Context: an optimization exercise on an open-source flow, tuned for small area. The choices shown serve that exercise and are no tape-out recipe.
The RTL was checked by simulation tests, not by an equivalence proof against the original design.
Power figures rest on the tool's default switching activity, not on a simulated workload.

$ cat design/flow/design.v
package udp_pkg;
  localparam int WIDE_W         = 512;
  localparam int NARROW_W       = 256;
  localparam int WIDE_KEEP_W    = WIDE_W / 8;
  localparam int NARROW_KEEP_W  = NARROW_W / 8;
  localparam int BURST_W        = 8;
  localparam int ERR_W          = 16;
  localparam int PKT_SEQ_W      = 24;
  typedef struct packed {
    logic [NARROW_W-1:0]      data;
    logic [NARROW_KEEP_W-1:0] keep;
    logic                     last;
  } narrow_beat_t;
  localparam int NARROW_BEAT_W = NARROW_W + NARROW_KEEP_W + 1;
endpackage
`timescale 1ns/100ps
module udp_loop_top (
  input  logic                        clk,
  input  logic                        rst_n,
  input  logic                        burst_start,
  input  logic [udp_pkg::BURST_W-1:0] burst_len,
  output logic                        busy,
  output logic                        tx_valid,
  output udp_pkg::narrow_beat_t       tx_beat,
  input  logic                        tx_credit,
  input  logic                        rx_valid,
  input  udp_pkg::narrow_beat_t       rx_beat,
  output logic                        rx_credit,
  output logic [udp_pkg::BURST_W-1:0] pkt_count,
  output logic [udp_pkg::ERR_W-1:0]   err_count,
  output logic                        err_flag
);
  logic       gen_valid;
  logic [7:0] pkts_left;
  logic [1:0] g_beat;
  logic       g_send, g_ok;
  logic [2:0] f1;
  logic       dn_valid, dn_credit;
  logic       p1;
  assign g_ok   = !f1[2] && !(f1[1] && (f1[0] ? (gen_valid || dn_valid) : (gen_valid && dn_valid)));
  assign g_send = busy && g_ok;
  always_ff @(posedge clk or negedge rst_n) begin
    if (!rst_n) begin
      busy      <= 1'b0;
      gen_valid <= 1'b0;
      pkts_left <= 8'd0;
      g_beat    <= 2'd0;
    end else begin
      gen_valid <= g_send;
      if (!busy && burst_start && (burst_len != 8'd0)) begin
        busy      <= 1'b1;
        pkts_left <= burst_len;
      end
      if (g_send) begin
        if (g_beat == 2'd2) begin
          g_beat    <= 2'd0;
          pkts_left <= pkts_left - 1'b1;
          if (pkts_left == 8'd1) busy <= 1'b0;
        end else begin
          g_beat <= g_beat + 1'b1;
        end
      end
    end
  end
  logic full;
  assign p1 = (f1 != 3'd0) && !(dn_valid || full || dn_credit);
  always_ff @(posedge clk or negedge rst_n) begin
    if (!rst_n) begin
      f1       <= 3'd0;
      dn_valid <= 1'b0;
    end else begin
      dn_valid <= p1;
      f1       <= f1 + gen_valid - p1;
    end
  end
  logic [2:0] n5;
  logic       nar_valid;
  logic       sd, fin, d_ok;
  logic [2:0] f2, c2;
  assign d_ok = !f2[2] && !(f2[1] && (f2[0] ? (nar_valid || tx_valid) : (nar_valid && tx_valid)));
  assign sd   = full && d_ok;
  assign fin  = n5[2] || n5[0];
  always_ff @(posedge clk or negedge rst_n) begin
    if (!rst_n) begin
      full      <= 1'b0;
      n5        <= 3'd0;
      nar_valid <= 1'b0;
      dn_credit <= 1'b0;
    end else begin
      nar_valid <= sd;
      dn_credit <= sd && fin;
      if (sd) begin
        n5 <= n5[2] ? 3'd0 : n5 + 1'b1;
        if (fin) full <= 1'b0;
      end
      if (dn_valid) full <= 1'b1;
    end
  end
  logic        p2;
  logic [23:0] t_seq;
  logic [2:0]  t_idx;
  assign p2 = (f2 != 3'd0) && (c2 != 3'd0);
  always_ff @(posedge clk or negedge rst_n) begin
    if (!rst_n) begin
      f2       <= 3'd0;
      c2       <= 3'd4;
      tx_valid <= 1'b0;
      t_seq    <= 24'hffffff;
      t_idx    <= 3'd4;
    end else begin
      tx_valid <= p2;
      c2       <= c2 - p2 + tx_credit;
      f2       <= f2 + nar_valid - p2;
      if (p2) begin
        if (t_idx[2]) begin
          t_idx <= 3'd0;
          t_seq <= t_seq + 1'b1;
        end else begin
          t_idx <= t_idx + 1'b1;
        end
      end
    end
  end
  always_comb begin
    for (int j = 0; j < 8; j++) begin
      tx_beat.data[32*j +: 32] = {t_seq, 2'b00, t_idx, j[2:0]};
    end
    tx_beat.keep = '1;
    tx_beat.last = t_idx[2];
  end
  logic [23:0] a_seq;
  logic [1:0]  a_beat;
  logic        a_hl;                                    
  logic        a_lomm;                                  
  logic        z, b2;
  logic [28:0] e;                                       
  logic [31:0] col_mm;
  logic        keep_mm, dk_mm, a_mm, rl;
  assign b2 = (a_beat == 2'd2);
  assign z  = a_hl && b2;                               
  assign rl = rx_beat.last;
  assign e  = z ? 29'd0 : {a_seq, 2'b00, a_beat, a_hl};
  always_comb begin
    logic [7:0] col;
    for (int k = 0; k < 32; k++) begin
      for (int j = 0; j < 8; j++) col[j] = rx_beat.data[32*j + k];
      if (k >= 3) begin
        col_mm[k] = e[k-3] ? !(&col) : (|col);
      end else begin
        logic [3:0] c1, c0;
        int n1, n0;
        n1 = 0; n0 = 0;
        c1 = '0; c0 = '0;
        for (int j = 0; j < 8; j++) begin
          if (j[k]) begin c1[n1] = col[j]; n1++; end
          else      begin c0[n0] = col[j]; n0++; end
        end
        col_mm[k] = (|c0) || (z ? (|c1) : !(&c1));
      end
    end
  end
  assign keep_mm = z ? (|rx_beat.keep) : !(&rx_beat.keep);
  assign dk_mm   = (|col_mm) || keep_mm;
  assign a_mm    = a_hl ? (a_lomm || dk_mm || (rl != b2)) : (dk_mm || !b2);
  always_ff @(posedge clk or negedge rst_n) begin
    if (!rst_n) begin
      a_seq  <= 24'd0;
      a_beat <= 2'd0;
      a_hl   <= 1'b0;
    end else if (rx_valid) begin
      if (!a_hl && !rl) begin
        a_hl <= 1'b1;
      end else begin
        a_hl <= 1'b0;
        if (b2) begin
          a_beat <= 2'd0;
          a_seq  <= a_seq + 1'b1;
        end else begin
          a_beat <= a_beat + 1'b1;
        end
      end
    end
  end
  always_ff @(posedge clk) begin
    if (rx_valid && !a_hl) a_lomm <= dk_mm;
  end
  logic [2:0] wp, rp;
  logic [1:0] mem [4];
  logic [1:0] ub;
  logic       up_valid, up_credit, pr;
  logic       hl, pend;
  logic [1:0] wq;                                       
  logic       chk_valid, chk_credit, su;
  assign pr = (wp != rp) && !(up_valid || up_credit || pend);
  assign ub = mem[rp[1:0]];
  assign rx_credit = up_valid;
  always_ff @(posedge clk or negedge rst_n) begin
    if (!rst_n) begin
      wp       <= 3'd0;
      rp       <= 3'd0;
      up_valid <= 1'b0;
    end else begin
      up_valid <= pr;
      if (rx_valid) wp <= wp + 1'b1;
      if (up_valid) rp <= rp + 1'b1;
    end
  end
  always_ff @(posedge clk) begin
    if (rx_valid) mem[wp[1:0]] <= {rl, a_mm};
  end
  assign su = pend && !(chk_valid || chk_credit);
  always_ff @(posedge clk or negedge rst_n) begin
    if (!rst_n) begin
      hl        <= 1'b0;
      pend      <= 1'b0;
      chk_valid <= 1'b0;
      up_credit <= 1'b0;
    end else begin
      chk_valid <= su;
      up_credit <= su || (up_valid && !hl && !ub[1]);
      if (su) pend <= 1'b0;
      if (up_valid) begin
        if (hl) begin
          hl   <= 1'b0;
          pend <= 1'b1;
        end else if (ub[1]) begin
          pend <= 1'b1;
        end else begin
          hl <= 1'b1;
        end
      end
    end
  end
  always_ff @(posedge clk) begin
    if (up_valid && (hl || ub[1])) wq <= ub;
  end
  always_ff @(posedge clk or negedge rst_n) begin
    if (!rst_n) begin
      chk_credit <= 1'b0;
      pkt_count  <= '0;
      err_count  <= '0;
      err_flag   <= 1'b0;
    end else begin
      chk_credit <= chk_valid;
      if (chk_valid) begin
        if (wq[0]) begin
          err_count <= err_count + 1'b1;
          err_flag  <= 1'b1;
        end
        if (wq[1]) pkt_count <= pkt_count + 1'b1;
      end
    end
  end
endmodule
$ cat design/flow/constraint.sdc
create_clock -name core_clock -period 10.0 [get_ports {clk}]
set_input_delay 2.0000 -clock core_clock [delete_from_list [all_inputs] [get_ports {clk}]]
set_output_delay 2.0000 -clock core_clock [all_outputs]
set_load 0.01 [all_outputs]
$ cat design/flow/flow/run.sh
#!/bin/bash
# The standard layout (the standard.sh), with the port buffers that
# global placement inserts made of the smallest buffer cell.
set -o pipefail
export BUFFER_PORTS_ARGS="-buffer_cell sky130_fd_sc_hd__buf_1"
bash standard.sh > standard.log 2>&1
$ cat design/flow/config.mk
export PLATFORM = sky130hd
export DESIGN_NAME = udp_loop_top
export DESIGN_NICKNAME = udp_loop_top
export VERILOG_FILES = /design/flow/design.v
export SDC_FILE = /design/flow/constraint.sdc
export NUM_CORES = 4
export LEC_CHECK = 0
export CAP_MARGIN = 20
export CORE_MARGIN = 2
export CORE_UTILIZATION = 40
export SLEW_MARGIN = 20
$ cat design/flow/standard.sh
#!/bin/bash
# synth_recipe.tcl (not shown) runs the flow's synth.tcl, then flattens the netlist and writes it again
# the make line also repeats each setting of config.mk as NAME=value (left out here)
make -C /OpenROAD-flow-scripts/flow DESIGN_CONFIG=/design/flow/config.mk WORK_HOME=/design/flow/orfs CLKGATE_MAP_FILE= SYNTH_SCRIPT=/design/flow/synth_recipe.tcl "${@:-finish}"
==> impl_results.md, run 1 <==
* Outcome: stopped before the end
* Failing step: I/O pin placement (3_2_place_iop)
* Error: [ERROR PPL-0024] Number of IO pins (619) exceeds maximum number of available positions (560). Increase the die perimeter from 627.44um to 841.84um.
* Initial core utilization at 41.03%
* Async set-reset flop share out of synthesis at 91.60%
* Syn avg cell area at 9.245 um2
* Synth Register Bits at 131
* Sequential-to-total area share from yosys stat at 36.01%
* Synth Instances at 1011
* Count of cell types in the netlist at 58
* Ys Warns at 1
* Die H at 156.9 um
* Synth Flop Type: dfrtp_1
* EDFF count, synth at 11
* Mapped cell area at 0.009346 mm2
* Std cell rows at 55
* Die extent in x at 156.9 um
## Yosys cell counts (all sizes together), types with 2 or more instances
| cell type | number | area (um2) |
|---|---|---|
| o211a | 2 | 20.02 |
| nor3 | 13 | 65.06 |
| o21ai | 27 | 135.1 |
| o22ai | 2 | 12.51 |
| o2111ai | 2 | 17.52 |
| nor2 | 40 | 150.1 |
| nor4 | 77 | 494.2 |
| nor2b | 4 | 25.02 |
| and4 | 4 | 35.03 |
| maj3 | 2 | 20.02 |
| dfstp | 26 | 683.2 |
| inv | 28 | 105.1 |
| nand3 | 32 | 160.2 |
| clkbuf | 5 | 18.77 |
| nor4b | 7 | 61.31 |
| and3 | 7 | 43.79 |
| nand2 | 59 | 221.5 |
| a31oi | 4 | 25.02 |
| nor3b | 2 | 15.01 |
| dfrtp | 94 | 2352 |
| xnor2 | 61 | 534.3 |
| o221a | 5 | 56.30 |
| a22oi | 3 | 22.52 |
| and2 | 5 | 31.28 |
| a21oi | 23 | 115.1 |
| o32ai | 2 | 17.52 |
| nand4 | 95 | 594.3 |
| buf | 264 | 1989 |
| ha | 19 | 237.7 |
| or4 | 14 | 105.1 |
| nand3b | 3 | 22.52 |
| xor2 | 20 | 175.2 |
| mux4 | 2 | 45.04 |
| or3 | 5 | 31.28 |
| edfxtp | 11 | 330.3 |
| nand2b | 8 | 50.05 |
| fa | 3 | 60.06 |
| mux2 | 6 | 67.56 |
| a211oi | 7 | 52.55 |
| and3b | 3 | 26.28 |
| conb | 2 | 7.510 |
## cell families after synthesis
group,count (synthesis),share of synthesized area [%]
simple gates,378,22.81
buf+inv,297,22.61
flops,131,36.01
compound gates,89,6.185
xor+xnor,81,7.590
fa+ha+maj,24,3.400
mux,9,1.312
other cells,2,0.08035
==> inputs of run 2 (changes only) <==
--- a/design/flow/config.mk
+++ b/design/flow/config.mk
@@ -6,6 +6,6 @@
 export NUM_CORES = 4
 export LEC_CHECK = 0
 export CAP_MARGIN = 20
-export CORE_MARGIN = 2
-export CORE_UTILIZATION = 40
+export CORE_AREA = 10 10 230 230
+export DIE_AREA = 0 0 240 240
 export SLEW_MARGIN = 20
==> run 2 against run 1 <==
Net effect:
- now clean on timing, DRC and antenna
- synthesized cell count unchanged
- area after synthesis unchanged
==> impl_results.md, run 2 <==
* Required time worst endpoint at 10150 ps
* Multi-input gate area at 0.004143 mm2
* Ys Warns at 1 (unchanged)
* Die extent in x at 240 um (+53%)
* DR DRC count at 0
* Clock buffer depth at 2
* Syn avg cell area at 9.245 um2 (unchanged)
* Congestion Overflow GR at 0
* First-pass GRT wire length at 61470 um
* HP Class: register to register
* RSZ-0062 raised after global routing: no
* Setup violators final at 0
* Htree depth at 4
* CTS Hold Bufs at 0
* Vias in the first global route at 9126
* Most numerous cell in the Yosys netlist: buf_4
* Worst setup EP type: register
* Post-CTS Setup Inserts at 0
* Post-synthesis mux area share at 1.312% (unchanged)
* Worst hold slack at 400.4 ps
* Commonest non-fill, non-tap cells in the layout: 545 x buf_1, 95 x nand4_1, 94 x dfrtp_1
* Register Area at 0.003366 mm2
* Slew headroom at 30.48%
* CP Launch Type: input pin
* Clk slew on worst S/H paths at 60 ps
* Clk latency of the worst-skew pair at 470 ps
* Outcome: finished clean
* Critical Path AT at 4220 ps
* TritonCTS buffer count at 17
* Fillcell total at 5325
* Synth Instances at 1011 (unchanged)
* GR met1 Demand/Resource at 13.15%
* Largest family of logic cells by synthesized area: simple AND/OR/NAND/NOR gates
* Compound-gate portion of the synthesized area at 6.185% (unchanged)
* Setup TNS at 0 ps
* FF-to-FF path depth at 6
* Synth top area share at 25.17% (unchanged)
* M2 GR Usage at 28.71%
* Post-Synth XOR/XNOR Area at 7.590% (unchanged)
* Leakage at 3.858 nW
* Final Worst Setup Slack at 5929 ps
* Post-synthesis simple-gate area fraction at 22.81% (unchanged)
* Delay-heaviest family, CP: simple AND/OR/NAND/NOR gates
* Share of layout cells above drive strength 1 at 5.663%
* Hold path cells at 1
* Final hold vios at 0
* EDFF count, synth at 11 (unchanged)
* Worst-path cell chain: buf_1, or4_1, a211oi_1, o22ai_1, or4_1, nor4_2, nand4_1
* DP Wirelength at 39460 um
* Max-cap violation count at 0
* Async set-reset flop share out of synthesis at 91.60% (unchanged)
* Core Box Area at 0.04785 mm2
* Place WS at 5482 ps
* Crit path buffers/inverters at 1
* Total GRT Usage at 14.65%
* Post-route clock period utilization at 40.71%
* CP max FO at 4
* Met3 usage at 5.129%
* Die ar. at 0.05760 mm2
* Slowest CP cell: or4_1
* Count of cell types in the netlist at 58 (unchanged)
* Clock sink total at 131
* Antenna Violating Nets Remaining at 0
* DR WL/cell at 22.09 um
* # IOs at 619
* Leading area contributor after synthesis: dfrtp_1
* Post-Layout Cell Count at 2016
* Gpl congestion at 0.9469
* WL final at 44540 um
* Pwr dens at 194.6 mW/mm2
* Top Usage Layer GRT: met2
* Die H at 240 um (+53%)
* Std cell rows at 80 (+45%)
* Root Driver: clkbuf_16
* Post-route minimum period at 4071 ps
* I/O Buffers at 546
* CP peak stage delay at 630 ps
* Post-synth top cells: 262 x buf_4, 95 x nand4_1, 94 x dfrtp_1
* Adder-cell share of the synthesized area at 3.400% (unchanged)
* Synth Flop Type: dfrtp_1
* Peak supply drop at 0.0001292 V
* Via count at 8933
* Crit-path most repeated cell: or4_1
* Drt pass-1 iters at 5
* Top cells by area, synth: dfrtp_1 25%, buf_4 21%, dfstp_2 7.3%
* Fin. max-slew vios at 0
* Max Clk Rate at 245.6 MHz
* Skew final at 10.37 ps
* Layout area overhead at 18.43%
* CTS tree: yes
* DR iter-0 viols at 297
* Top Registers: a_seq: 24 flops, t_seq: 24 flops, err_count: 16 flops
* Synth Register Bits at 131 (unchanged)
* Nets@finish at 1706
* CP Class: input pin to register
* Largest net degree at the start of global routing at 63
* Dpl cells at 1978
* Mapped cell area at 0.009346 mm2 (unchanged)
* Sequential-to-total area share from yosys stat at 36.01% (unchanged)
* Commonest non-fill, non-tap cell in the layout: buf_1
* Worst-margin pin slew at 1033 ps
* Cell count along the critical path at 7
* Initial antenna violation count at 11
* CTS resizes at 0
* Via density at 4.431
* Initial core utilization at 19.53% (-21 points)
[run 2: cell counts after synthesis]
Identical to the previous run, type by type.
[run 2: cell type report]
type | instances | share of cell area [%]
Multi-Input combinational cell | 653 | 37.42
Sequential cell | 131 | 30.41
Timing Repair Buffer | 551 | 18.89
Tap cell | 615 | 6.951
Clock buffer | 20 | 4.420
Inverter | 28 | 0.9495
Clock inverter | 12 | 0.8251
Antenna cell | 6 | 0.1356
[run 2: worst paths after layout]
check / slack [ps] / to / start
worst min-delay path: 400 / up_valid$_DFF_PN0_ / up_credit$_DFF_PN0_
worst min register to register: 400 / up_valid$_DFF_PN0_ / up_credit$_DFF_PN0_
worst max-delay path: 5930 / mem[2][0]$_DFFE_PP_ / rx_beat[212]
max in group asynchronous: 6990 / a_seq[19]$_DFFE_PN0P_ / rst_n
worst max register to register: 7010 / mem[2][0]$_DFFE_PP_ / a_hl$_DFFE_PN0P_
min in group asynchronous: 1660 / err_count[9]$_DFFE_PN0P_ / rst_n
[run 2: cells by family (layout without fill, tap and decap cells)]
group	Yosys count	in the layout
AOI/OAI and AO/OA	89	89
xor gates and xnor gates	81	81
adders and majority gates	24	24
buffers and inverters	297	611
DFF	131	131
muxes	9	9
other	2	78
and+or+nand+nor	378	378
[run 2: metal layers]
metal  part of all wire [%]  wire [um]
met1                     33      14610
met5                  0.029         13
met4                    3.5       1554
met2                     54      24160
met3                    9.4       4198
[run 2: power by group]
group          leakage [nW]  switching, mW  internal (mW)
clock network         0.286          0.263          0.355
registers              1.55          0.176          0.683
logic                  2.02          0.394          0.283
[run 2: stage by stage]
step           area [um2]  util, %  power [mW]
2_1_floorplan        9609        -       1.375
3_3_place_gp        10460    21.86       1.527
3_5_place_dp        10470    21.89       1.559
6_report            11070    23.14       2.154
5_1_grt             11060    23.13       2.313
4_1_cts             11050    23.10       2.199
[run 2: worst register-to-register path, cell delays in order (launching register included)]
cell     delay (ps)
dfrtp_1         480
and3b_1         430
nor4b_1         400
o22ai_1         180
or4_1           630
nor4_2          340
nand4_1         220
==> inputs of run 3 (changes only) <==
==> design/flow/run.sh (new file) <==
#!/bin/bash
# synth_recipe.tcl (not shown) runs the flow's synth.tcl, then flattens the netlist and writes it again
# the make line also repeats each setting of config.mk as NAME=value (left out here)
make -C /OpenROAD-flow-scripts/flow DESIGN_CONFIG=/design/flow/config.mk WORK_HOME=/design/flow/orfs CLKGATE_MAP_FILE= SYNTH_SCRIPT=/design/flow/synth_recipe.tcl finish
--- a/design/flow/config.mk
+++ b/design/flow/config.mk
@@ -6,6 +6,6 @@
 export NUM_CORES = 4
 export LEC_CHECK = 0
 export CAP_MARGIN = 20
-export CORE_AREA = 10 10 230 230
-export DIE_AREA = 0 0 240 240
+export CORE_MARGIN = 2
+export CORE_UTILIZATION = 40
 export SLEW_MARGIN = 20
removed: design/flow/flow/run.sh
removed: design/flow/standard.sh
==> run 3 against run 2 <==
Net effect:
- the flow now stops in I/O pin placement (3_2_place_iop)
- area after synthesis unchanged
- synthesized cell count did not move
==> impl_results.md, run 3 <==
* Synth top area share at 25.17% (unchanged)
* Top cells by area, synth: dfrtp_1 25%, buf_4 21%, dfstp_2 7.3%
* Ys Warns at 1 (unchanged)
* Error: [ERROR PPL-0024] Number of IO pins (619) exceeds maximum number of available positions (560). Increase the die perimeter from 627.44um to 841.84um.
* Synth Register Bits at 131 (unchanged)
* Synth Flop Type: dfrtp_1
* Most numerous cell in the Yosys netlist: buf_4
* Post-synth top cells: 262 x buf_4, 95 x nand4_1, 94 x dfrtp_1
* Leading area contributor after synthesis: dfrtp_1
* Std cell rows at 55 (-31%)
* Mapped cell area at 0.009346 mm2 (unchanged)
* EDFF count, synth at 11 (unchanged)
* Outcome: stopped before the end
* Sequential-to-total area share from yosys stat at 36.01% (unchanged)
* Failing step: I/O pin placement (3_2_place_iop)
* Initial core utilization at 41.03% (+21 points)
* Synth Instances at 1011 (unchanged)
* Async set-reset flop share out of synthesis at 91.60% (unchanged)
* Die H at 156.9 um (-35%)
* Count of cell types in the netlist at 58 (unchanged)
* Syn avg cell area at 9.245 um2 (unchanged)
* Die extent in x at 156.9 um (-35%)
run 3: cell counts after synthesis:
Identical to the previous run, type by type.
run 3: cell families after synthesis:
family | after synthesis | share of synthesized area [%]
adders and majority gates | 24 | 3.400
buffers and inverters | 297 | 22.61
muxes | 9 | 1.312
AOI/OAI and AO/OA | 89 | 6.185
DFF | 131 | 36.01
xor gates and xnor gates | 81 | 7.590
and+or+nand+nor | 378 | 22.81
other | 2 | 0.08035
==> inputs of run 4 (changes only) <==
--- a/design/flow/design.v
+++ b/design/flow/design.v
@@ -39,6 +39,11 @@
   logic       p1;
   assign g_ok   = !f1[2] && !(f1[1] && (f1[0] ? (gen_valid || dn_valid) : (gen_valid && dn_valid)));
   assign g_send = busy && g_ok;
+  logic [8:0] pl_borrow;                                
+  always_comb begin
+    pl_borrow[0] = 1'b1;
+    for (int i = 0; i < 8; i++) pl_borrow[i+1] = pl_borrow[i] && !pkts_left[i];
+  end
   always_ff @(posedge clk or negedge rst_n) begin
     if (!rst_n) begin
       busy      <= 1'b0;
@@ -54,7 +59,7 @@
       if (g_send) begin
         if (g_beat == 2'd2) begin
           g_beat    <= 2'd0;
-          pkts_left <= pkts_left - 1'b1;
+          pkts_left <= pkts_left ^ pl_borrow[7:0];
           if (pkts_left == 8'd1) busy <= 1'b0;
         end else begin
           g_beat <= g_beat + 1'b1;
@@ -100,25 +105,24 @@
   logic [23:0] t_seq;
   logic [2:0]  t_idx;
   assign p2 = (f2 != 3'd0) && (c2 != 3'd0);
+  logic [24:0] t_carry;
+  always_comb begin
+    t_carry[0] = p2 && t_idx[2] && !t_idx[0];
+    for (int i = 0; i < 24; i++) t_carry[i+1] = t_carry[i] && t_seq[i];
+  end
   always_ff @(posedge clk or negedge rst_n) begin
     if (!rst_n) begin
       f2       <= 3'd0;
       c2       <= 3'd4;
       tx_valid <= 1'b0;
-      t_seq    <= 24'hffffff;
-      t_idx    <= 3'd4;
+      t_seq    <= 24'd0;
+      t_idx    <= 3'd7;
     end else begin
       tx_valid <= p2;
       c2       <= c2 - p2 + tx_credit;
       f2       <= f2 + nar_valid - p2;
-      if (p2) begin
-        if (t_idx[2]) begin
-          t_idx <= 3'd0;
-          t_seq <= t_seq + 1'b1;
-        end else begin
-          t_idx <= t_idx + 1'b1;
-        end
-      end
+      t_seq    <= t_seq ^ t_carry[23:0];
+      if (p2) t_idx <= (t_idx == 3'd4) ? 3'd0 : t_idx + 1'b1;
     end
   end
   always_comb begin
@@ -162,9 +166,17 @@
   assign keep_mm = z ? (|rx_beat.keep) : !(&rx_beat.keep);
   assign dk_mm   = (|col_mm) || keep_mm;
   assign a_mm    = a_hl ? (a_lomm || dk_mm || (rl != b2)) : (dk_mm || !b2);
-  always_ff @(posedge clk or negedge rst_n) begin
-    if (!rst_n) begin
-      a_seq  <= 24'd0;
+  logic [24:0] a_carry;
+  always_comb begin
+    a_carry[0] = rx_valid && (a_hl || rl) && b2;
+    for (int i = 0; i < 24; i++) a_carry[i+1] = a_carry[i] && a_seq[i];
+  end
+  always_ff @(posedge clk or negedge rst_n) begin
+    if (!rst_n) a_seq <= 24'd0;
+    else        a_seq <= a_seq ^ a_carry[23:0];
+  end
+  always_ff @(posedge clk or negedge rst_n) begin
+    if (!rst_n) begin
       a_beat <= 2'd0;
       a_hl   <= 1'b0;
     end else if (rx_valid) begin
@@ -174,7 +186,6 @@
         a_hl <= 1'b0;
         if (b2) begin
           a_beat <= 2'd0;
-          a_seq  <= a_seq + 1'b1;
         end else begin
           a_beat <= a_beat + 1'b1;
         end
@@ -234,6 +245,14 @@
   always_ff @(posedge clk) begin
     if (up_valid && (hl || ub[1])) wq <= ub;
   end
+  logic [16:0] e_carry;
+  logic [8:0]  p_carry;
+  always_comb begin
+    e_carry[0] = chk_valid && wq[0];
+    for (int i = 0; i < 16; i++) e_carry[i+1] = e_carry[i] && err_count[i];
+    p_carry[0] = chk_valid && wq[1];
+    for (int i = 0; i < 8; i++) p_carry[i+1] = p_carry[i] && pkt_count[i];
+  end
   always_ff @(posedge clk or negedge rst_n) begin
     if (!rst_n) begin
       chk_credit <= 1'b0;
@@ -242,13 +261,9 @@
       err_flag   <= 1'b0;
     end else begin
       chk_credit <= chk_valid;
-      if (chk_valid) begin
-        if (wq[0]) begin
-          err_count <= err_count + 1'b1;
-          err_flag  <= 1'b1;
-        end
-        if (wq[1]) pkt_count <= pkt_count + 1'b1;
-      end
+      err_count  <= err_count ^ e_carry[15:0];
+      pkt_count  <= pkt_count ^ p_carry[7:0];
+      if (chk_valid && wq[0]) err_flag <= 1'b1;
     end
   end
 endmodule
==> design/flow/flow/run.sh (new file) <==
#!/bin/bash
set -o pipefail
export BUFFER_PORTS_ARGS="-buffer_cell sky130_fd_sc_hd__buf_1"
export CTS_ARGS="-sink_clustering_enable -repair_clock_nets -dont_use_dummy_load -buf_list {sky130_fd_sc_hd__clkbuf_4 sky130_fd_sc_hd__clkbuf_8} -sink_clustering_size 30"
export SKIP_REPAIR_TIE_FANOUT=1
bash standard.sh > standard.log 2>&1
==> design/flow/standard.sh (new file) <==
#!/bin/bash
# synth_recipe.tcl (not shown) runs the flow's synth.tcl, then flattens the netlist and writes it again
# the make line also repeats each setting of config.mk as NAME=value (left out here)
make -C /OpenROAD-flow-scripts/flow DESIGN_CONFIG=/design/flow/config.mk WORK_HOME=/design/flow/orfs CLKGATE_MAP_FILE= SYNTH_SCRIPT=/design/flow/synth_recipe.tcl "${@:-finish}"
--- a/design/flow/config.mk
+++ b/design/flow/config.mk
@@ -6,6 +6,6 @@
 export NUM_CORES = 4
 export LEC_CHECK = 0
 export CAP_MARGIN = 20
-export CORE_MARGIN = 2
-export CORE_UTILIZATION = 40
+export CORE_AREA = 60 60 180 180
+export DIE_AREA = 0 0 240 240
 export SLEW_MARGIN = 20
removed: design/flow/run.sh
==> run 4 against run 3 <==
Net effect:
- now clean on timing, DRC and antenna
- area after synthesis decreased by 3.8%
- synthesized cell count decreased by 12%
==> impl_results.md, run 4 <==
* Worst-margin pin slew at 790.6 ps
* Top cells by area, synth: dfrtp_1 32%, buf_4 22%, ha_1 12%
* CTS tree: yes
* Max-cap violation count at 0
* Setup violators final at 0
* Synth Instances at 887 (-12%)
* Leakage at 4.052 nW
* Die extent in x at 240 um (+53%)
* DR WL/cell at 44.13 um
* First-pass GRT wire length at 78400 um
* Gate power share at 39.2%
* Final Worst Setup Slack at 3403 ps
* CP Launch Type: input pin
* EDFF count, synth at 11 (unchanged)
* Sequential-to-total area share from yosys stat at 37.13% (+1.1 points)
* Mapped cell area at 0.008990 mm2 (-3.8%)
* Syn avg cell area at 10.14 um2 (+9.6%)
* Clk latency of the worst-skew pair at 430 ps
* Worst Hold Launch: up_credit$_DFF_PN0_
* DR DRC count at 0
* Share of layout cells above drive strength 1 at 2.959%
* HP Class: register to register
* Post-CTS Setup Inserts at 0
* Via count at 8279
* Antenna Violating Nets Remaining at 0
* Gpl congestion at 0.9038
* Initial antenna violation count at 113
* RSZ-0062 raised after global routing: no
* Commonest non-fill, non-tap cell in the layout: buf_1
* Sw Share at 40.12%
* CTS resizes at 0
* I/O Buffers at 546
* CP startpoint: rx_beat[0]
* Setup TNS at 0 ps
* Top Registers: a_seq: 24 flops, t_seq: 24 flops, err_count: 16 flops
* Leading area contributor after synthesis: dfrtp_1
* Post-synth top cells: 262 x buf_4, 116 x dfrtp_1, 89 x ha_1
* Worst setup EP type: register
* Clock Power Share at 17.1%
* Pwr dens at 190.9 mW/mm2
* Place WS at 2949 ps
* Outcome: finished clean
* Largest net degree at the start of global routing at 62
* Max Clk Rate at 151.6 MHz
* Post-route clock period utilization at 65.97%
* TritonCTS buffer count at 17
* Int Pwr at 1.103 mW
* Synth top area share at 32.29% (+7.1 points)
* # IOs at 619
* Core Box Area at 0.01399 mm2
* DR iter-0 viols at 578
* Via density at 5.851
* Ys Warns at 1 (unchanged)
* Die H at 240 um (+53%)
* Synth Flop Type: dfrtp_1
* Most numerous cell in the Yosys netlist: buf_4
* Congestion Overflow GR at 0
* Count of cell types in the netlist at 58 (unchanged)
* WL final at 62440 um
* Final hold vios at 0
* Commonest non-fill, non-tap cells in the layout: 545 x buf_1, 116 x dfrtp_1, 89 x ha_1
* Layout area overhead at 7.335%
* Skew final at 33.41 ps
* Drt pass-1 iters at 5
* Synth Register Bits at 131 (unchanged)
* Critical Path AT at 6910 ps
* Async set-reset flop share out of synthesis at 91.60% (unchanged)
* CP Class: input pin to register
* Vias in the first global route at 7661
* Sw power at 0.7391 mW
* Flop pwr share at 43.7%
* Required time worst endpoint at 10310 ps
* Die ar. at 0.05760 mm2
* Nets@finish at 1579
* Std cell rows at 43 (-22%)
* DP Wirelength at 58840 um
* Clock sink total at 131
* Fin. max-slew vios at 0
* Worst r2r src: f2[1]$_DFF_PN0_
* Clk slew on worst S/H paths at 70 ps
* Htree depth at 4
* Peak supply drop at 0.0001205 V
* CTS Hold Bufs at 0
* Clock buffer depth at 2
* Total GRT Usage at 18.56%
* Slew headroom at 47.30%
* Root Driver: clkbuf_8
* Initial core utilization at 64.27% (+23 points)
* Post-route minimum period at 6597 ps
* CP max FO at 8
==> run 4: cell count changes after synthesis, moves of 23 or more <==
| cell | before | now |
|---|---|---|
| ha_1 | 19 | 89 |
| nand2_1 | 59 | 21 |
| nand3_1 | 32 | 5 |
| nor2_1 | 40 | 17 |
| xnor2_1 | 61 | 7 |
==> run 4: power groups by stage <==
stage / Combinational [mW] / Sequential [mW] / Clock [mW]
2_1_floorplan: 0.550 / 0.805 / 0
3_3_place_gp: 0.738 / 0.810 / 0
3_5_place_dp: 0.751 / 0.815 / 0
4_1_cts: 0.758 / 0.807 / 0.325
5_1_grt: 0.818 / 0.828 / 0.349
6_report: 0.722 / 0.805 / 0.315
==> run 4: worst max-delay path, stage by stage <==
cell and delay, ps:
buf_1 170, o21ai_0 380, nor2_1 80, ha_1 190, ha_1 180, ha_1 180
ha_1 180, ha_1 180, ha_1 180, ha_1 170, ha_1 180, ha_1 180
ha_1 180, ha_1 180, ha_1 180, ha_1 180, ha_1 180, ha_1 180
ha_1 190, ha_1 180, ha_1 180, ha_1 180, ha_1 180, ha_1 180
ha_1 180, ha_1 180, xor2_1 140
==> run 4: final timing paths <==
kind	cells after the start	to	slack [ps]
worst max-delay path	27	a_seq[23]$_DFF_PN0_	3400
worst min-delay path	1	up_valid$_DFF_PN0_	380
worst max register to register	28	t_seq[23]$_DFF_PN0_	4240
worst min register to register	1	up_valid$_DFF_PN0_	380
max in group asynchronous	2	pkts_left[1]$_DFF_PN0_	7040
min in group asynchronous	1	err_count[2]$_DFF_PN0_	1670
==> run 4: cell type report <==
cell class	count	area [um2]
Antenna cell	52	130.1
Clock buffer	17	234.0
Fill cell	1174	4339
Inverter	32	120.1
Multi-Input combinational cell	455	3533
Sequential cell	131	3338
Tap cell	180	225.2
Timing Repair Buffer	548	2068
==> run 4: stage by stage <==
stage | std cells | hold slack [ps] | cell area, um2 | total power [mW] | utilization, %
2_1_floorplan | 887 | 385.3 | 8990 | 1.355 | -
3_3_place_gp | 1346 | 391.5 | 9281 | 1.547 | 66.35
3_5_place_dp | 1346 | 403.0 | 9281 | 1.567 | 66.35
4_1_cts | 1363 | 387.2 | 9515 | 1.889 | 68.02
5_1_grt | 1408 | 394.9 | 9632 | 1.995 | 68.86
6_report | 1415 | 379.4 | 9649 | 1.842 | 68.98
==> run 4: kinds of logic after synthesis <==
| logic type | count (synthesis) | share of synthesized area (%) |
|---|---|---|
| AOI/OAI and AO/OA | 80 | 5.707 |
| xor gates and xnor gates | 17 | 1.656 |
| adders and majority gates | 94 | 13.28 |
| buffers and inverters | 301 | 23.60 |
| DFF | 131 | 37.13 |
| muxes | 15 | 2.004 |
| other | 2 | 0.08354 |
| and+or+nand+nor | 247 | 16.53 |
==> run 4: layer usage <==
layer	vias to the layer above	track usage, %	wire (um)	part of all wire (%)
met5	-	0	770	1.2
met4	128	4.081	1165	1.9
met3	191	17.56	11320	18
met2	520	31.23	29870	48
met1	3786	15.78	19320	31
li1	3654	-	-	-
==> inputs of run 5 (changes only) <==
==> design/flow/flow/run.sh (replaced) <==
#!/bin/bash
# The standard layout (the standard.sh) with two changes:
#  - the port buffers that global placement inserts are the smallest buffer;
#  - clock tree synthesis uses small clock buffers and no dummy loads.
set -o pipefail
export BUFFER_PORTS_ARGS="-buffer_cell sky130_fd_sc_hd__buf_1"
export CTS_ARGS="-sink_clustering_enable -repair_clock_nets -dont_use_dummy_load -buf_list {sky130_fd_sc_hd__clkbuf_4 sky130_fd_sc_hd__clkbuf_8} -sink_clustering_size 20"
bash standard.sh > standard.log 2>&1
--- a/design/flow/config.mk
+++ b/design/flow/config.mk
@@ -6,6 +6,6 @@
 export NUM_CORES = 4
 export LEC_CHECK = 0
 export CAP_MARGIN = 20
-export CORE_AREA = 60 60 180 180
+export CORE_AREA = 10 10 230 230
 export DIE_AREA = 0 0 240 240
 export SLEW_MARGIN = 20
==> run 5 against run 4 <==
Net effect:
- register-to-register slack got worse by 60 ps
- die area did not move
- sequential share of layout area down 2.3 points
- combinational power fell by 7.6%
- routed wire length down 44%
- sequential cell count unchanged
- first-iteration DRC count shrank 34%
- via count down 5.2%
- highest routed layer is now met4
- largest cell class unchanged
==> impl_results.md, run 5 <==
* Synth Register Bits at 131 (unchanged)
* Post-synthesis mux area share at 2.004% (unchanged)
* Via density at 4.190 (-28%)
* Drt pass-1 iters at 5 (unchanged)
* Commonest non-fill, non-tap cells in the layout: 545 x buf_1, 116 x dfrtp_1, 89 x ha_1
* Outcome: finished clean
* Largest net degree at the start of global routing at 79 (+27%)
* Core Box Area at 0.04785 mm2 (+240%)
* Fin. max-slew vios at 0 (unchanged)
* Initial antenna violation count at 3 (-97%)
* Met3 usage at 3.847% (-14 points)
* Skew final at 19.07 ps (-14.34 ps)
* Worst-margin pin slew at 868.9 ps (+78.31 ps)
* Clock buffer depth at 2 (unchanged)
* GR met1 Demand/Resource at 11.46% (-4.3 points)
* Largest family of logic cells by synthesized area: buffers and inverters
* Synth Instances at 887 (unchanged)
* Layout area overhead at 15.10%
* Post-Synth XOR/XNOR Area at 1.656% (unchanged)
* Fillcell total at 5270 (+350%)
* Post-synthesis simple-gate area fraction at 16.53% (unchanged)
* Initial core utilization at 18.79% (-45 points)
* Sequential-to-total area share from yosys stat at 37.13% (unchanged)
* Commonest non-fill, non-tap cell in the layout: buf_1
* Compound-gate portion of the synthesized area at 5.706% (unchanged)
* Root Driver: clkbuf_8
* Die H at 240 um (unchanged)
* Multi-input gate area at 0.003796 mm2 (+7.4%)
* DR WL/cell at 18.53 um (-58%)
* Register Area at 0.003338 mm2 (unchanged)
* DP Wirelength at 30770 um (-48%)
* Slew headroom at 41.54% (-5.8 points)
* Count of cell types in the netlist at 58 (unchanged)
* Max Clk Rate at 151.3 MHz (-0.17%)
* Critical Path AT at 6970 ps (+60 ps)
* EDFF count, synth at 11 (unchanged)
* Nets@finish at 1650 (+4.5%)
* Share of layout cells above drive strength 1 at 2.871% (-0.088 points)
* First-pass GRT wire length at 48660 um (-38%)
* # IOs at 619 (unchanged)
* Clk latency of the worst-skew pair at 500 ps (+70 ps)
* Async set-reset flop share out of synthesis at 91.60% (unchanged)
* Post-synth top cells: 262 x buf_4, 116 x dfrtp_1, 89 x ha_1
* Required time worst endpoint at 10360 ps (+50 ps)
* Most numerous cell in the Yosys netlist: buf_4
* CP max FO at 8 (unchanged)
* RSZ-0062 raised after global routing: no
* HP Class: register to register
* Ys Warns at 1 (unchanged)
* Setup violators final at 0 (unchanged)
* Clk slew on worst S/H paths at 70 ps (about the same)
* Worst setup EP type: register
* Post-CTS Setup Inserts at 0 (unchanged)
* Setup TNS at 0 ps (unchanged)
* CP Class: input pin to register
* CP Launch Type: input pin
* Overall Power at 1.811 mW (-1.7%)
* DR iter-0 viols at 379 (-34%)
* Pwr dens at 175.0 mW/mm2 (-8.3%)
* Adder-cell share of the synthesized area at 13.28% (unchanged)
* Final hold vios at 0 (unchanged)
* Top Registers: a_seq: 24 flops, t_seq: 24 flops, err_count: 16 flops
* Synth top area share at 32.29% (unchanged)
* Max-cap violation count at 0 (unchanged)
* TritonCTS buffer count at 17 (unchanged)
* Total GRT Usage at 11.42% (-7.1 points)
* Top Usage Layer GRT: met2
* Vias in the first global route at 7988 (+4.3%)
* WL final at 34700 um (-44%)
* Std cell rows at 80 (+86%)
* M2 GR Usage at 21.12% (-10 points)
* Syn avg cell area at 10.14 um2 (unchanged)
* I/O Buffers at 546 (unchanged)
* Post-route clock period utilization at 66.09% (+0.11 points)
* Top cells by area, synth: dfrtp_1 32%, buf_4 22%, ha_1 12%
* Leading area contributor after synthesis: dfrtp_1
* CTS Hold Bufs at 0 (unchanged)
* Mapped cell area at 0.008990 mm2 (unchanged)
* Die ar. at 0.05760 mm2 (unchanged)
* Peak supply drop at 0.00007939 V (-34%)
* Synth Flop Type: dfrtp_1
* Via count at 7848 (-5.2%)
* Gpl congestion at 0.9275 (+2.6%)
* CTS resizes at 0 (unchanged)
* Post-route minimum period at 6609 ps (+11.35 ps)
* Htree depth at 4 (unchanged)
* Antenna Violating Nets Remaining at 0 (unchanged)
* Clock sink total at 131 (unchanged)
* Leakage at 4.285 nW (+5.8%)
* CTS tree: yes
* DR DRC count at 0 (unchanged)
* Die extent in x at 240 um (unchanged)
* Congestion Overflow GR at 0 (unchanged)
## run 5: cell families (layout without fill, tap and decap cells)
family                     after synthesis  in the layout
AOI/OAI and AO/OA                       80             80
xor gates and xnor gates                17             17
adders and majority gates               94             94
buffers and inverters                  301            598
DFF                                    131            131
muxes                                   15             15
other                                    2             76
and+or+nand+nor                        247            247
## run 5: power breakdown
part	switching (mW)	total [mW]	internal (mW)
Combinational	0.392	0.667	0.274
Clock	0.186	0.334	0.149
Sequential	0.128	0.810	0.682
## run 5: routing by layer
layer | share of wire (%) | vias up
met5 | 0 | -
met4 | 2.1 | 0
met3 | 9.5 | 39
met2 | 53 | 442
met1 | 36 | 3707
li1 | - | 3660
## run 5: final cells by class
cell class / count / area share, %
Multi-Input combinational cell: 525 / 36.69
Sequential cell: 131 / 32.26
Clock buffer: 17 / 2.261
Timing Repair Buffer: 549 / 20.10
Antenna cell: 4 / 0.09674
Inverter: 32 / 1.161
Tap cell: 615 / 7.437
## run 5: worst paths after layout
path	startpoint	end	slack [ps]	cells after the start
max	rx_beat[0]	a_seq[23]$_DFF_PN0_	3390	27
min	up_credit$_DFF_PN0_	up_valid$_DFF_PN0_	400	1
max reg2reg	f2[1]$_DFF_PN0_	t_seq[23]$_DFF_PN0_	4180	28
min reg2reg	up_credit$_DFF_PN0_	up_valid$_DFF_PN0_	400	1
max in group asynchronous	rst_n	a_seq[21]$_DFF_PN0_	7350	2
min in group asynchronous	rst_n	t_seq[6]$_DFF_PN0_	1540	1
## run 5: critical path, cell delays in order
cell,delay [ps]
buf_1,160
o21ai_0,420
nor2_1,100
ha_1,200
ha_1,180
ha_1,190
ha_1,180
ha_1,170
ha_1,180
ha_1,180
ha_1,180
ha_1,180
ha_1,180
ha_1,180
ha_1,180
ha_1,180
ha_1,180
ha_1,180
ha_1,170
ha_1,170
ha_1,180
ha_1,180
ha_1,180
ha_1,180
ha_1,180
ha_1,190
xor2_1,140
## run 5: through the flow
stage               cell area (um2)  hold slack (ps)  worst slack (ps)  instances  util [%]
finish                        10350            403.4              3391       1873     21.63
global route                  10340            423.3              3098       1871     21.62
CTS                           10330            407.0              3415       1869     21.59
detailed placement            10100            397.0              2822       1852     21.10
global placement              10100            388.9              2995       1852     21.10
floorplan                      9253            385.3              3408        957         -
==> inputs of run 6 (changes only) <==
--- a/design/flow/design.v
+++ b/design/flow/design.v
@@ -39,6 +39,10 @@
   logic       p1;
   assign g_ok   = !f1[2] && !(f1[1] && (f1[0] ? (gen_valid || dn_valid) : (gen_valid && dn_valid)));
   assign g_send = busy && g_ok;
+  always_ff @(posedge clk) begin
+    if (!busy) pkts_left <= burst_len;
+    else if (g_send && (g_beat == 2'd2)) pkts_left <= pkts_left ^ pl_borrow[7:0];
+  end
   logic [8:0] pl_borrow;                                
   always_comb begin
     pl_borrow[0] = 1'b1;
@@ -48,18 +52,15 @@
     if (!rst_n) begin
       busy      <= 1'b0;
       gen_valid <= 1'b0;
-      pkts_left <= 8'd0;
       g_beat    <= 2'd0;
     end else begin
       gen_valid <= g_send;
       if (!busy && burst_start && (burst_len != 8'd0)) begin
         busy      <= 1'b1;
-        pkts_left <= burst_len;
       end
       if (g_send) begin
         if (g_beat == 2'd2) begin
           g_beat    <= 2'd0;
-          pkts_left <= pkts_left ^ pl_borrow[7:0];
           if (pkts_left == 8'd1) busy <= 1'b0;
         end else begin
           g_beat <= g_beat + 1'b1;
@@ -138,18 +139,19 @@
   logic        a_lomm;                                  
   logic        z, b2;
   logic [28:0] e;                                       
-  logic [31:0] col_mm;
-  logic        keep_mm, dk_mm, a_mm, rl;
+  logic [31:0] col_any, col_mm;
+  logic        keep_any, mm_nz, mm_z, dk_mm, a_mm, rl;
   assign b2 = (a_beat == 2'd2);
   assign z  = a_hl && b2;                               
   assign rl = rx_beat.last;
-  assign e  = z ? 29'd0 : {a_seq, 2'b00, a_beat, a_hl};
+  assign e  = {a_seq, 2'b00, a_beat, a_hl};
   always_comb begin
     logic [7:0] col;
     for (int k = 0; k < 32; k++) begin
       for (int j = 0; j < 8; j++) col[j] = rx_beat.data[32*j + k];
+      col_any[k] = |col;
       if (k >= 3) begin
-        col_mm[k] = e[k-3] ? !(&col) : (|col);
+        col_mm[k] = e[k-3] ? !(&col) : col_any[k];
       end else begin
         logic [3:0] c1, c0;
         int n1, n0;
@@ -159,12 +161,14 @@
           if (j[k]) begin c1[n1] = col[j]; n1++; end
           else      begin c0[n0] = col[j]; n0++; end
         end
-        col_mm[k] = (|c0) || (z ? (|c1) : !(&c1));
-      end
-    end
-  end
-  assign keep_mm = z ? (|rx_beat.keep) : !(&rx_beat.keep);
-  assign dk_mm   = (|col_mm) || keep_mm;
+        col_mm[k] = (|c0) || !(&c1);
+      end
+    end
+  end
+  assign keep_any = |rx_beat.keep;
+  assign mm_nz    = (|col_mm) || !(&rx_beat.keep);
+  assign mm_z     = (|col_any) || keep_any;
+  assign dk_mm    = z ? mm_z : mm_nz;
   assign a_mm    = a_hl ? (a_lomm || dk_mm || (rl != b2)) : (dk_mm || !b2);
   logic [24:0] a_carry;
   always_comb begin
==> design/flow/flow/run.sh (replaced) <==
#!/bin/bash
set -o pipefail
export BUFFER_PORTS_ARGS="-buffer_cell sky130_fd_sc_hd__buf_1"
export CTS_ARGS="-sink_clustering_enable -repair_clock_nets -dont_use_dummy_load -buf_list {sky130_fd_sc_hd__clkbuf_4 sky130_fd_sc_hd__clkbuf_8} -sink_clustering_size 30"
export SKIP_REPAIR_TIE_FANOUT=1
bash standard.sh > standard.log 2>&1
--- a/design/flow/config.mk
+++ b/design/flow/config.mk
@@ -6,6 +6,6 @@
 export NUM_CORES = 4
 export LEC_CHECK = 0
 export CAP_MARGIN = 20
-export CORE_AREA = 10 10 230 230
+export CORE_AREA = 60 60 180 180
 export DIE_AREA = 0 0 240 240
 export SLEW_MARGIN = 20
==> run 6 against run 5 <==
Net effect:
- critical path type unchanged
- critical endpoint unchanged
- register-to-register slack better by 20 ps
- final area is 7.3% lower
- first-iteration DRC count is 58% higher
- highest routed layer is now met5
- sequential power is 0.9% lower
- total power is 0.97% lower
- largest cell class unchanged
- routed wire length is 83% higher
- die area stayed put
- maximum frequency is 1.5% lower
- clock power is 6.9% lower
- clock skew is 0.80 ps lower
- count of clock-buffer cells in the layout stayed put
==> impl_results.md, run 6 <==
* Outcome: finished clean
* Via count at 8344 (+6.3%)
* Leading area contributor after synthesis: dfrtp_1
* Synth Instances at 876 (-1.2%)
* Post-route minimum period at 6712 ps (+103.6 ps)
* Worst reg2reg setup slack at 4200 ps (+20 ps)
* Top cells by area, synth: dfrtp_1 30%, buf_4 22%, ha_1 12%
* Int Pwr at 1.082 mW (-2.1%)
* Critical Path AT at 7000 ps (+30 ps)
* Most numerous cell in the Yosys netlist: buf_4
* Drt pass-1 iters at 5 (unchanged)
* Synth top area share at 30.28% (-2.0 points)
* I/O Buffers at 546 (unchanged)
* Fin. max-slew vios at 0 (unchanged)
* Final Worst Setup Slack at 3288 ps (-103.6 ps)
* Max-cap violation count at 0 (unchanged)
* Commonest non-fill, non-tap cells in the layout: 545 x buf_1, 108 x dfrtp_1, 89 x ha_1
* Max Clk Rate at 149.0 MHz (-1.5%)
* Commonest non-fill, non-tap cell in the layout: buf_1
* Sw power at 0.7116 mW (+0.87%)
* Flop pwr share at 44.8% (about the same)
* Ys Warns at 1 (unchanged)
* Clk latency of the worst-skew pair at 420 ps (-80 ps)
* Slew headroom at 51.21% (+9.7 points)
* CTS Hold Bufs at 0 (unchanged)
* Worst setup EP type: register
* Pwr dens at 187.0 mW/mm2 (+6.9%)
* Congestion Overflow GR at 0 (unchanged)
* Clock sink total at 131 (unchanged)
* Die H at 240 um (unchanged)
* EDFF count, synth at 19 (+8)
* Synth Flop Type: dfrtp_1
* Post-CTS Setup Inserts at 0 (unchanged)
* Clock buffer depth at 2 (unchanged)
* Die extent in x at 240 um (unchanged)
* Largest net degree at the start of global routing at 61 (-23%)
* Leakage at 3.959 nW (-7.6%)
* DR WL/cell at 45.14 um (+140%)
* Gpl congestion at 0.9112 (-1.8%)
* Sw Share at 39.68% (+0.72 points)
* CP max FO at 8 (unchanged)
* Skew final at 18.26 ps (-0.8044 ps)
* Htree depth at 4 (unchanged)
* Nets@finish at 1569 (-4.9%)
* Worst-margin pin slew at 731.9 ps (-137.0 ps)
* Mapped cell area at 0.008925 mm2 (-0.72%)
* Peak supply drop at 0.0001289 V (+62%)
* Top Registers: a_seq: 24 flops, t_seq: 24 flops, err_count: 16 flops
* Required time worst endpoint at 10290 ps (-70 ps)
* Setup TNS at 0 ps (unchanged)
* CP Class: input pin to register
* Synth Register Bits at 131 (unchanged)
* CTS tree: yes
* Syn avg cell area at 10.19 um2 (+0.52%)
* Count of cell types in the netlist at 46 (-21%)
* CTS resizes at 0 (unchanged)
* Die ar. at 0.05760 mm2 (unchanged)
* First-pass GRT wire length at 79720 um (+64%)
* Initial antenna violation count at 120 (+117)
* DP Wirelength at 59620 um (+94%)
* DR iter-0 viols at 597 (+58%)
* Via density at 5.939 (+42%)
* Clock Power Share at 17.4% (-1.1 points)
* Antenna Violating Nets Remaining at 0 (unchanged)
* Root Driver: clkbuf_8
* Async set-reset flop share out of synthesis at 85.50% (-6.1 points)
* HP Class: register to register
* Place WS at 2866 ps (+44.19 ps)
* Clk slew on worst S/H paths at 60 ps (about the same)
* Overall Power at 1.793 mW (-0.97%)
* Total GRT Usage at 18.79% (+7.4 points)
* Std cell rows at 43 (-46%)
* Initial core utilization at 63.80% (+45 points)
* RSZ-0062 raised after global routing: no
* Post-synth top cells: 262 x buf_4, 108 x dfrtp_1, 89 x ha_1
* WL final at 63430 um (+83%)
* Layout area overhead at 7.444%
* Share of layout cells above drive strength 1 at 3.069% (+0.20 points)
* Vias in the first global route at 7882 (-1.3%)
* CP Launch Type: input pin
* Sequential-to-total area share from yosys stat at 37.85% (+0.72 points)
* Gate power share at 37.8% (+1.0 points)
* Setup violators final at 0 (unchanged)
* TritonCTS buffer count at 17 (unchanged)
* Post-route clock period utilization at 67.12% (+1.0 points)
* Final hold vios at 0 (unchanged)
* DR DRC count at 0 (unchanged)
* # IOs at 619 (unchanged)
* Fillcell total at 1174 (-78%)
* Core Box Area at 0.01399 mm2 (-71%)
[run 6: cell count changes after synthesis, sizes merged, moves of 4 or more]
cell	delta
a22oi	-6
a21oi	+10
mux2i	-6
dfrtp	-8
edfxtp	+8
nand4	+8
o211a	-7
nand2	-7
o211ai	-4
o21a	+9
nor4	+7
[run 6: power groups by stage]
stage               Combinational [mW]  Sequential [mW]  Clock [mW]
finish                           0.679            0.803       0.311
global route                     0.767            0.825       0.346
CTS                              0.713            0.806       0.323
detailed placement               0.709            0.814           0
global placement                 0.687            0.808           0
floorplan                        0.510            0.799           0
[run 6: logic make-up (layout without fill, tap and decap cells)]
kind of cell             count (synthesis)  in the layout  synth area share (%)
buffers and inverters                  297            594                 23.51
AND/OR/NAND/NOR                        247            247                 17.06
flip-flops                             131            131                 37.85
adder cells (fa/ha/maj)                 94             94                 13.37
AO/OA/AOI/OAI                           78             78                 5.005
XOR/XNOR                                18             18                 1.766
multiplexers                             9              9                 1.346
other                                    2             54               0.08415
[run 6: stage by stage]
| stage | cells | utilization (%) | instance area (um2) | hold WS [ps] |
|---|---|---|---|---|
| after floorplan | 876 | - | 8925 | 385.3 |
| after global placement | 1336 | 65.95 | 9225 | 391.6 |
| after detailed placement | 1336 | 65.95 | 9225 | 401.3 |
| after CTS | 1353 | 67.62 | 9459 | 427.1 |
| after global routing | 1400 | 68.46 | 9577 | 439.7 |
| final | 1405 | 68.55 | 9589 | 423.6 |
[run 6: layout make-up]
class                      instances  area, um2  area share (%)
multi-input combinational        448       3448           35.96
inverter                          30      112.6           1.174
clock buffer                      17      234.0           2.440
antenna                           52      130.1           1.357
timing repair buffer             547       2061           21.49
tap                              180      225.2           2.349
sequential                       131       3378           35.23
[run 6: layer usage]
layer	GRT usage, %	part of all wire [%]
met1	15.55	30
met2	31.81	47
met3	18.80	19
met4	3.419	1.6
met5	0	1.3
[run 6: critical path, cell delays in order]
cell and delay (ps):
buf_1 180, o21ai_0 430, nor2b_1 100, ha_1 200, ha_1 180, ha_1 180, ha_1 180, ha_1 170
ha_1 180, ha_1 180, ha_1 180, ha_1 180, ha_1 180, ha_1 180, ha_1 180, ha_1 180
ha_1 180, ha_1 180, ha_1 180, ha_1 190, ha_1 180, ha_1 180, ha_1 190, ha_1 180
ha_1 180, ha_1 180, xor2_1 140
[run 6: worst paths after layout]
kind | endpoint | startpoint | cells after the start
max in group asynchronous | err_count[7]$_DFF_PN0_ | rst_n | 2
min reg2reg | dn_valid$_DFF_PN0_ | dn_credit$_DFF_PN0_ | 1
max | a_seq[23]$_DFF_PN0_ | rx_beat[0] | 27
max reg2reg | t_seq[23]$_DFF_PN0_ | f2[1]$_DFF_PN0_ | 28
min in group asynchronous | err_count[1]$_DFF_PN0_ | rst_n | 1
min | dn_valid$_DFF_PN0_ | dn_credit$_DFF_PN0_ | 1
==> inputs of run 7 (changes only) <==
==> design/flow/flow/run.sh (replaced) <==
#!/bin/bash
# The standard layout (standard.sh) with these changes:
#  - synthesis maps the logic with the ABC script flow/abc_area.script
#    (flow/synth.tcl is synth_recipe.tcl with only that change);
#  - the port buffers that global placement inserts are the smallest buffer;
#  - clock tree synthesis uses small clock buffers and no dummy loads;
#  - constant outputs share one tie cell per value.
set -o pipefail
here=$(pwd)
# The standard flow's synthesis script must be the one we replace
head -1 synth_recipe.tcl | grep -q "proc synth" || exit 1
sed "s#SYNTH_SCRIPT=[^ ]*#SYNTH_SCRIPT=$here/flow/synth.tcl#" standard.sh > my_standard.sh
export MY_ABC_SCRIPT=$here/flow/abc_area.script
export BUFFER_PORTS_ARGS="-buffer_cell sky130_fd_sc_hd__buf_1"
export CTS_ARGS="-sink_clustering_enable -repair_clock_nets -dont_use_dummy_load -buf_list {sky130_fd_sc_hd__clkbuf_4 sky130_fd_sc_hd__clkbuf_8} -sink_clustering_size 30"
export SKIP_REPAIR_TIE_FANOUT=1
bash my_standard.sh > standard.log 2>&1
==> design/flow/flow/abc_area.script (new file) <==
&get -n
&st
&deepsyn -T 30
&dch
&nf
&put
==> design/flow/flow/synth.tcl (new file) <==
# The standard flow's synth_recipe.tcl, with ABC mapping the logic with the script in
# flow/abc_area.script (registers are mapped before ABC and are unchanged)
proc synth {args} { yosys synth -nofsm -noshare {*}$args }
proc abc {args} {
  set i [lsearch -exact $args -script]
  if { $i >= 0 } {
    set args [lreplace $args [expr {$i + 1}] [expr {$i + 1}] $::env(MY_ABC_SCRIPT)]
  }
  yosys abc {*}$args
}
source $::env(SCRIPTS_DIR)/synth.tcl
# left out here: clear keep_hierarchy, flatten, clean up, hide names made inside functions, write 1_2_yosys.v
==> run 7 against run 6 <==
Net effect:
- still clean on timing, DRC and antenna
- setup slack gained 180 ps
- register-to-register slack gained 390 ps
- global-route usage down 0.39 points
- count of clock-buffer cells in the layout is the same
- critical path depth grew 1
- cell count is 0.57% higher
- routed wire length fell by 1.6%
- combinational power rose by 2%
- worst hold slack got worse by 21 ps
- highest routed layer unchanged
==> impl_results.md, run 7 <==
* Worst setup EP type: register
* Syn avg cell area at 10.05 um2 (-1.3%)
* RSZ-0062 raised after global routing: no
* RR Endpoint: t_seq[23]$_DFF_PN0_
* DP Wirelength at 58810 um (-1.4%)
* WL final at 62420 um (-1.6%)
* Synth top area share at 30.59% (+0.30 points)
* CTS tree: yes
* Required time worst endpoint at 10300 ps (about the same)
* Top cells by area, synth: dfrtp_1 31%, buf_4 22%, ha_1 13%
* Clock buffer depth at 2 (unchanged)
* First-pass GRT wire length at 77700 um (-2.5%)
* Max-cap violation count at 0 (unchanged)
* CP Launch Type: input pin
* Share of layout cells above drive strength 1 at 2.117% (-0.95 points)
* Worst r2r src: f2[1]$_DFF_PN0_
* Fin. max-slew vios at 0 (unchanged)
* Initial antenna violation count at 117 (-2.5%)
* Most numerous cell in the Yosys netlist: buf_4
* Int Pwr at 1.091 mW (+0.83%)
* TritonCTS buffer count at 17 (unchanged)
* Synth Instances at 879 (+0.34%)
* Critical Path AT at 6830 ps (-170 ps)
* Post-CTS Setup Inserts at 0 (unchanged)
* Clock sink total at 131 (unchanged)
* Setup crit end: a_seq[23]$_DFF_PN0_
* Post-route clock period utilization at 65.33% (-1.8 points)
* CP max FO at 10 (+2)
* Setup violators final at 0 (unchanged)
* Register Area at 0.003378 mm2 (unchanged)
* Initial core utilization at 63.17% (-0.64 points)
* Fillcell total at 1180 (+0.51%)
* CP startpoint: rx_valid
* Synth Flop Type: dfrtp_1
* Nets@finish at 1577 (+0.51%)
* CTS resizes at 0 (unchanged)
* Synth Register Bits at 131 (unchanged)
* Worst reg2reg setup slack at 4590 ps (+390 ps)
* DR WL/cell at 44.18 um (-2.1%)
* Clock Power Share at 17.1% (-0.3 points)
* Final hold vios at 0 (unchanged)
* Die extent in x at 240 um (unchanged)
* Leakage at 3.849 nW (-2.8%)
* DR iter-0 viols at 491 (-18%)
* Mapped cell area at 0.008836 mm2 (-1.0%)
* Clk latency of the worst-skew pair at 420 ps (about the same)
* Post-route minimum period at 6533 ps (-179.9 ps)
* Multi-input gate area at 0.003393 mm2 (-1.6%)
* Skew final at 20.16 ps (+1.896 ps)
* Pwr dens at 192.0 mW/mm2 (+2.7%)
* Setup TNS at 0 ps (unchanged)
* Gpl congestion at 0.8939 (-1.9%)
* Vias in the first global route at 7598 (-3.6%)
* Htree depth at 4 (unchanged)
* CP Class: input pin to register
* Std cell rows at 43 (unchanged)
* Sw power at 0.7369 mW (+3.6%)
* Total GRT Usage at 18.40% (-0.39 points)
* Post-synth top cells: 262 x buf_4, 108 x dfrtp_1, 89 x ha_1
* DR DRC count at 0 (unchanged)
* Finished Core Util at 68.05% (-0.50 points)
* Flop pwr share at 44.8% (about the same)
* Largest net degree at the start of global routing at 79 (+30%)
* Antenna Violating Nets Remaining at 0 (unchanged)
* Async set-reset flop share out of synthesis at 85.50% (unchanged)
* HP Class: register to register
* Clk slew on worst S/H paths at 60 ps (about the same)
* Congestion Overflow GR at 0 (unchanged)
* Count of cell types in the netlist at 40 (-13%)
* Drt pass-1 iters at 5 (unchanged)
* Die H at 240 um (unchanged)
* Root Driver: clkbuf_8
* Layout area overhead at 7.732%
* Post-DP Area at 0.009155 mm2 (-0.76%)
* Max Clk Rate at 153.1 MHz (+2.8%)
* # IOs at 619 (unchanged)
* Commonest non-fill, non-tap cells in the layout: 545 x buf_1, 108 x dfrtp_1, 89 x ha_1
* I/O Buffers at 546 (unchanged)
* Commonest non-fill, non-tap cell in the layout: buf_1
* Core Box Area at 0.01399 mm2 (unchanged)
* Ys Warns at 1 (unchanged)
* Outcome: finished clean
* Fin area at 0.009519 mm2 (-0.73%)
* Overall Power at 1.828 mW (+1.9%)
* Via density at 5.878 (-1.0%)
* FF-to-FF path depth at 28 (unchanged)
* CTS Hold Bufs at 0 (unchanged)
* Worst-margin pin slew at 936.0 ps (+204.1 ps)
* Via count at 8305 (-0.47%)
* Worst hold slack at 402.2 ps (-21.36 ps)
* Sequential-to-total area share from yosys stat at 38.23% (+0.38 points)
* Top Registers: a_seq: 24 flops, t_seq: 24 flops, err_count: 16 flops
* Slew headroom at 37.60% (-14 points)
* Gate power share at 38.0% (+0.2 points)
* Peak supply drop at 0.0001031 V (-20%)
* Die ar. at 0.05760 mm2 (unchanged)
* EDFF count, synth at 19 (unchanged)
* Sw Share at 40.32% (+0.64 points)
* Leading area contributor after synthesis: dfrtp_1
run 7: area by class of cell:
class | count | share of cell area, %
repair buffers | 547 | 21.65
inverters | 26 | 1.025
well taps | 180 | 2.366
clock buffers | 17 | 2.458
multi-input cells | 460 | 35.65
diodes | 52 | 1.367
flip-flops and latches | 131 | 35.49
run 7: worst min-delay path by stage:
| stage | start | to | cells after the start |
|---|---|---|---|
| after detailed placement | up_credit$_DFF_PN0_ | up_valid$_DFF_PN0_ | 1 |
| after floorplan | up_credit$_DFF_PN0_ | up_valid$_DFF_PN0_ | 1 |
| after global placement | up_credit$_DFF_PN0_ | up_valid$_DFF_PN0_ | 1 |
| final | up_credit$_DFF_PN0_ | up_valid$_DFF_PN0_ | 1 |
| after CTS | up_credit$_DFF_PN0_ | up_valid$_DFF_PN0_ | 1 |
| after global routing | up_credit$_DFF_PN0_ | up_valid$_DFF_PN0_ | 1 |
run 7: cells by family (layout without fill, tap and decap cells):
logic type,count (synthesis),after routing,share of synthesized area [%]
XOR/XNOR,19,19,1.883
AND/OR/NAND/NOR,258,258,17.13
other,2,54,0.08499
buffers and inverters,288,590,23.36
AO/OA/AOI/OAI,86,86,5.381
adder cells (fa/ha/maj),92,92,13.28
flip-flops,131,131,38.23
multiplexers,3,3,0.6372
run 7: power groups by stage:
| stage | Combinational [mW] | Clock [mW] | Sequential (mW) |
|---|---|---|---|
| floorplan | 0.532 | 0 | 0.819 |
| global placement | 0.718 | 0 | 0.825 |
| detailed placement | 0.732 | 0 | 0.829 |
| CTS | 0.735 | 0.321 | 0.821 |
| global route | 0.786 | 0.346 | 0.842 |
| finish | 0.695 | 0.313 | 0.819 |
run 7: metrics by stage:
step / setup slack, ps / instances
after global routing: 3222 / 1406
after CTS: 3465 / 1361
after floorplan: 3495 / 879
after global placement: 3144 / 1344
final: 3467 / 1413
after detailed placement: 3004 / 1344
run 7: critical path, cell delays in order:
cell and delay, ps:
buf_1 190, o21a_1 190, nand2_1 90, nor2_1 50, ha_1 180, ha_1 180
ha_1 180, ha_1 190, ha_1 190, ha_1 190, ha_1 180, ha_1 190
ha_1 180, ha_1 180, ha_1 180, ha_1 180, ha_1 180, ha_1 180
ha_1 180, ha_1 180, ha_1 180, ha_1 180, ha_1 180, ha_1 180
ha_1 180, ha_1 190, ha_1 190, xor2_1 130
run 7: routing by layer:
layer | wire length, um | part of all wire (%) | global-route usage [%] | vias to the layer above
met3 | 11920 | 19 | 18.08 | 203
met1 | 19090 | 31 | 15.51 | 3755
met2 | 29560 | 47 | 30.75 | 565
met4 | 980 | 1.6 | 3.919 | 140
met5 | 874 | 1.4 | 0 | -
li1 | - | - | - | 3642

[separate check: timing with driven ports]
Ports are ideal in the flow. The routed layouts listed here were re-timed in OpenROAD.
Step 1 assumes that a clkbuf_16 drives the clock port and a buf_2 every other input.
Step 2 also shifts input and output timing later by t, the mid clock arrival at the registers, as if the neighbouring blocks saw the same clock.
Three values: no drivers, after step 1, after step 2; two values: the first two.
run	t (ns)	setup WS [ns]	slew at the worst register clock pin (ns)
run 2	0.505	5.929 / 5.905 / 5.400	0.06 / 0.06
run 4	0.462	3.403 / 3.383 / 2.922	0.08 / 0.08
run 5	0.542	3.391 / 3.411 / 2.869	0.08 / 0.08
run 6	0.463	3.288 / 3.273 / 2.811	0.07 / 0.07
run 7	0.455	3.467 / 3.456 / 3.001	0.07 / 0.07
After both steps setup and hold are still met in every run listed. For run 2, which loses most, drivers alone change the setup slack by -0.024 ns; drivers and shift together by -0.529 ns.
